Source: an optimization exercise on an open RTL-to-GDS flow (aim: small area, a short achievable clock period and few clock cycles per item). Production flows keep margins and buffers that such runs may drop. In this exercise RTL edits were held to simulation tests only and were not proved equivalent to the original. Power is estimated from default activity; no workload was simulated.

==> module iir_biquad_tdm, before the edit <==
module iir_biquad_tdm (
  input  logic               clk,
  input  logic               reset,
  input  logic               in_valid,
  output logic               in_ready,
  input  logic [1:0]         in_ch,
  input  logic [16:0]        x,
  input  logic               coef_we,
  input  logic [2:0]         coef_sel,
  input  logic [16:0]        coef_data,
  output logic               out_valid,
  output logic [1:0]         out_ch,
  output logic [16:0]        y,
  output logic               ovf
);
  logic [1:0]  slot;
  logic        rdy_q, busy_q, rdy, v0;
  logic [1:0]  c0;
  logic [16:0] x0;
  logic [25:0] cb0, cb1, cb2, ca1, ca2;
  logic        pv;
  logic [2:0]  psel;
  logic [1:0]  pcnt;
  logic [16:0] pdata;
  logic [16:0] rx1 [4], rx2 [4], ry1 [4], ry2 [4];
  logic        vs1, vs2, vs3, vs4, vs5;
  logic [35:0] p1a, p1b, p2a, p2b, p3a, p3b, p4a, p4b, p5a, p5b;
  logic [35:0] q1a, q1b, q2a, q2b, q3a, q3b, q4a, q4b, q5a, q5b;
  logic [16:0] y_d;
  logic        ovf_d;
  logic        issue, cw, cw_d, apply, v0_n, pv_n, rdy_n;
  logic [1:0]  c0_n, pcnt_n;
  logic [25:0] enc_in, enc_p;
  logic [2:0]  psel_n;
  function automatic logic [25:0] booth_enc(input logic [16:0] c,
                                              input logic negate);
    logic [8:0] one, neg;
    logic [7:0] two;
    logic hi, mid, lo;
    for (int k = 0; k < 9; k++) begin
      hi  = c[(2*k+1 > 16) ? 16 : 2*k+1];
      mid = c[2*k];
      lo  = (k == 0) ? 1'b0 : c[2*k-1];
      one[k] = mid ^ lo;
      if (k < 8) two[k] = (hi & ~mid & ~lo) | (~hi & mid & lo);
      neg[k] = negate ? (~hi & (mid | lo)) : (hi & ~(mid & lo));
    end
    booth_enc = {neg, two, one};
  endfunction
  function automatic logic [1:0] lat(input logic [2:0] sel);
    case (sel)
      3'd1:    lat = 2'd0;    
      3'd0:    lat = 2'd1;    
      3'd4:    lat = 2'd2;    
      default: lat = 2'd3;    
    endcase
  endfunction
  assign in_ready = rdy_q;
  assign rdy      = ~busy_q;
  assign issue    = v0 & (c0 == slot);
  assign cw       = rdy & coef_we;
  assign cw_d     = cw & (coef_sel == 3'd0 | coef_sel == 3'd1 |
                          coef_sel == 3'd3 | coef_sel == 3'd4);
  assign apply    = pv & (pcnt == lat(psel));
  assign v0_n   = rdy ? in_valid : (v0 & ~issue);
  assign c0_n   = rdy ? in_ch : c0;
  assign pv_n   = cw_d | (pv & ~apply);
  assign psel_n = cw_d ? coef_sel : psel;
  assign pcnt_n = cw_d ? 2'd0 : pcnt + 2'd1;
  assign rdy_n  = rdy ? (~(in_valid & (in_ch != slot + 2'd1)) &
                         ~(coef_we & (coef_sel == 3'd0 | coef_sel == 3'd3 |
                                      coef_sel == 3'd4)))
                      : ((~v0_n | (c0 == slot + 2'd1)) &
                         (~pv_n | (pcnt_n == lat(psel_n))));
  assign enc_in = booth_enc(coef_data, 1'b0) & {26{~reset}};
  assign enc_p  = booth_enc(pdata, psel[2] | psel[1]) & {26{~reset}};
  always_ff @(posedge clk) begin
    if (reset | (cw & (coef_sel == 3'd2)))  cb2 <= enc_in;
    if (reset | (apply & (psel == 3'd0)))   cb0 <= enc_p;
    if (reset | (apply & (psel == 3'd1)))   cb1 <= enc_p;
    if (reset | (apply & (psel == 3'd3)))   ca1 <= enc_p;
    if (reset | (apply & (psel == 3'd4)))   ca2 <= enc_p;
  end
  iir_st0 u_s0 (.c(cb2), .d(rx2[0]), .out_a(q1a), .out_b(q1b));
  iir_stm u_s1 (.c(cb1), .d(rx2[3]), .in_a(p1a), .in_b(p1b), .out_a(q2a), .out_b(q2b));
  iir_stm u_s2 (.c(cb0), .d(rx1[2]), .in_a(p2a), .in_b(p2b), .out_a(q3a), .out_b(q3b));
  iir_stm u_s3 (.c(ca2), .d(ry2[1]), .in_a(p3a), .in_b(p3b), .out_a(q4a), .out_b(q4b));
  iir_stm u_s4 (.c(ca1), .d(ry1[0]), .in_a(p4a), .in_b(p4b), .out_a(q5a), .out_b(q5b));
  iir_stf u_s5 (.in_a(p5a), .in_b(p5b), .y_o(y_d), .ovf_o(ovf_d));
  always_ff @(posedge clk) begin
    p1a <= q1a; p1b <= q1b;
    p2a <= q2a; p2b <= q2b;
    p3a <= q3a; p3b <= q3b;
    p4a <= q4a; p4b <= q4b;
    p5a <= q5a; p5b <= q5b;
    y   <= y_d;
    ovf <= ovf_d;
    out_ch <= slot - 2'd1;
    if (rdy) begin
      c0 <= in_ch;
      x0 <= x;
    end
    if (cw_d) begin
      psel  <= coef_sel;
      pdata <= coef_data;
    end
    pcnt <= pcnt_n;
    if (reset) begin
      slot  <= 2'd0;
      rdy_q <= 1'b1;
      busy_q <= 1'b0;
      v0    <= 1'b0;
      pv    <= 1'b0;
      vs1 <= 1'b0; vs2 <= 1'b0; vs3 <= 1'b0; vs4 <= 1'b0; vs5 <= 1'b0;
      out_valid <= 1'b0;
      for (int k = 0; k < 4; k++) begin
        rx1[k] <= '0; rx2[k] <= '0; ry1[k] <= '0; ry2[k] <= '0;
      end
    end else begin
      slot  <= slot + 2'd1;
      rdy_q <= rdy_n;
      busy_q <= ~rdy_n;
      v0    <= v0_n;
      pv    <= pv_n;
      vs1 <= issue; vs2 <= vs1; vs3 <= vs2; vs4 <= vs3; vs5 <= vs4;
      out_valid <= vs5;
      for (int k = 0; k < 4; k++) begin
        rx1[k] <= rx1[(k + 1) % 4];
        rx2[k] <= rx2[(k + 1) % 4];
        ry1[k] <= ry1[(k + 1) % 4];
        ry2[k] <= ry2[(k + 1) % 4];
      end
      if (issue) begin
        rx1[3] <= x0;
        rx2[3] <= rx1[0];
      end
      if (vs5) begin
        ry1[2] <= y_d;
        ry2[2] <= ry1[3];
      end
    end
  end
endmodule
==> flow/config.mk <==
export PLATFORM = sky130hd
export DESIGN_NAME = iir_biquad_tdm
export DESIGN_NICKNAME = iir_biquad_tdm
export VERILOG_FILES = /design/flow/design.v
export SDC_FILE = /design/flow/constraint.sdc
export NUM_CORES = 4
export LEC_CHECK = 0
export CAP_MARGIN = 20
export CORE_MARGIN = 2
export CORE_UTILIZATION = 40
export SLEW_MARGIN = 20
==> flow/constraint.sdc <==
create_clock -name core_clock -period 13.0 [get_ports {clk}]
set_input_delay 2.6000 -clock core_clock [delete_from_list [all_inputs] [get_ports {clk}]]
set_output_delay 2.6000 -clock core_clock [all_outputs]
set_load 0.01 [all_outputs]
standard.sh (not shown) runs the stock make flow with config.mk's settings and CLKGATE_MAP_FILE= SYNTH_SCRIPT=/design/flow/synth_recipe.tcl, a recipe that flattens the netlist after the stock synthesis.
==> flow/flow/run.sh <==
#!/bin/bash
# Standard ORFS layout with three changes to how it is made:
#  - after the standard synthesis, flow/invopt.py re-chooses the polarity of
#    each full adder (and of some two-level gates) to cancel the inverters
#    synthesis leaves between adders; the logic and registers are unchanged;
#  - the port buffers use a plain buffer cell instead of a delay buffer;
#  - the timing repair aims below the clock period (setup margin).
# Each tool's output goes to a log file of its own in this folder.
set -euo pipefail
cd "$(dirname "$0")/.."
KNOBS=(BUFFER_PORTS_ARGS="-buffer_cell sky130_fd_sc_hd__buf_4" SETUP_SLACK_MARGIN=9.3)
RES="$PWD/orfs/results/sky130hd/iir_biquad_tdm/base"
bash standard.sh "${KNOBS[@]}" "$RES/1_2_yosys.v" > flow_synth.log 2>&1
cp "$RES/1_2_yosys.v" yosys_netlist.v
python3 flow/invopt.py yosys_netlist.v "$RES/1_2_yosys.v" > invopt.log 2>&1
bash standard.sh "${KNOBS[@]}" finish > flow_make.log 2>&1
Other scripts of this flow, unchanged in this note and not shown: flow/flow/invopt.py
Testbench counts at the start, summed over its fixed seeds: cycles 4,240, items 4,096.
==> next run, changes <==
--- a/flow/design.v
+++ b/flow/design.v
@@ -1062,7 +1062,7 @@
   output logic [16:0]        y,
   output logic               ovf
 );
-  logic [1:0]  slot;
+  logic [1:0]  slot, zc;
   logic        rdy_q, busy_q, rdy, v0;
   logic [1:0]  c0;
   logic [16:0] x0;
@@ -1120,7 +1120,7 @@
                          ~(coef_we & (coef_sel == 3'd0 | coef_sel == 3'd3 |
                                       coef_sel == 3'd4)))
                       : ((~v0_n | (c0 == slot + 2'd1)) &
-                         (~pv_n | (pcnt_n == lat(psel_n))));
+                         (~pv_n | (pcnt_n == lat(psel_n))) & (zc[1] == 1'b0));
   assign enc_in = booth_enc(coef_data, 1'b0) & {26{~reset}};
   assign enc_p  = booth_enc(pdata, psel[2] | psel[1]) & {26{~reset}};
   always_ff @(posedge clk) begin
@@ -1156,37 +1156,43 @@
     pcnt <= pcnt_n;
     if (reset) begin
       slot  <= 2'd0;
-      rdy_q <= 1'b1;
-      busy_q <= 1'b0;
+      zc    <= 2'd3;
+      rdy_q <= 1'b0;
+      busy_q <= 1'b1;
       v0    <= 1'b0;
       pv    <= 1'b0;
       vs1 <= 1'b0; vs2 <= 1'b0; vs3 <= 1'b0; vs4 <= 1'b0; vs5 <= 1'b0;
       out_valid <= 1'b0;
-      for (int k = 0; k < 4; k++) begin
-        rx1[k] <= '0; rx2[k] <= '0; ry1[k] <= '0; ry2[k] <= '0;
-      end
     end else begin
       slot  <= slot + 2'd1;
+      if (zc != 2'd0) zc <= zc - 2'd1;
       rdy_q <= rdy_n;
       busy_q <= ~rdy_n;
       v0    <= v0_n;
       pv    <= pv_n;
       vs1 <= issue; vs2 <= vs1; vs3 <= vs2; vs4 <= vs3; vs5 <= vs4;
       out_valid <= vs5;
-      for (int k = 0; k < 4; k++) begin
-        rx1[k] <= rx1[(k + 1) % 4];
-        rx2[k] <= rx2[(k + 1) % 4];
-        ry1[k] <= ry1[(k + 1) % 4];
-        ry2[k] <= ry2[(k + 1) % 4];
-      end
-      if (issue) begin
-        rx1[3] <= x0;
-        rx2[3] <= rx1[0];
-      end
-      if (vs5) begin
-        ry1[2] <= y_d;
-        ry2[2] <= ry1[3];
-      end
+    end
+  end
+  always_ff @(posedge clk) begin
+    for (int k = 0; k < 4; k++) begin
+      rx1[k] <= rx1[(k + 1) % 4];
+      rx2[k] <= rx2[(k + 1) % 4];
+      ry1[k] <= ry1[(k + 1) % 4];
+      ry2[k] <= ry2[(k + 1) % 4];
+    end
+    if (reset || zc != 2'd0) begin
+      rx1[3] <= '0;
+      rx2[3] <= '0;
+      ry1[3] <= '0;
+      ry2[3] <= '0;
+    end else if (issue) begin
+      rx1[3] <= x0;
+      rx2[3] <= rx1[0];
+    end
+    if (vs5 && !reset) begin
+      ry1[2] <= y_d;
+      ry2[2] <= ry1[3];
     end
   end
 endmodule
=> The changed run ran to the end with no violations; total power rose by 5.6%; wire length fell by 3.0%; flip-flop and latch count rose by 2; register-to-register slack loses 40 ps; worst hold slack loses 10 ps; non-clock buffer count fell by 70; utilization fell by 0.43 points; setup slack gains 75 ps; die area fell by 1.5%; synthesized cell count fell by 3.4%.
Testbench counts after the change, summed over its fixed seeds: cycles 4,256, items 4,096.

==> port drivers added, routing unchanged <==
No port has a modelled driver above. Below, the same layouts with a new extraction and two added sets of constraints. Step 1: set_driving_cell puts a clkbuf_16 on clk and a buf_2 on each other input, an assumption about the parent block. Step 2 adds t to the input delays and takes it off the output delays; t is the mean of the earliest and latest rising clock arrival at the registers after step 1. Input paths then give back, and output paths get back, about the clock's delay inside the block. Slacks: ideal / step 1 / step 2; pairs: ideal / step 1.
run | t (ns) | setup WS [ns] | hold slack, ns | slew at the worst register clock pin (ns) | worst data-port slew with drivers (ns)
the first run | 0.752 | 9.218 / 9.143 / 8.564 | 0.328 / 0.328 / 0.328 | 0.07 / 0.07 | 0.08
the second run | 0.728 | 9.294 / 9.220 / 8.628 | 0.318 / 0.318 / 0.318 | 0.07 / 0.07 | 0.06
After both steps setup and hold are still met in every run listed. The setup slack of the second run, which loses most, moves by -0.074 ns with the drivers and by -0.666 ns with both steps.
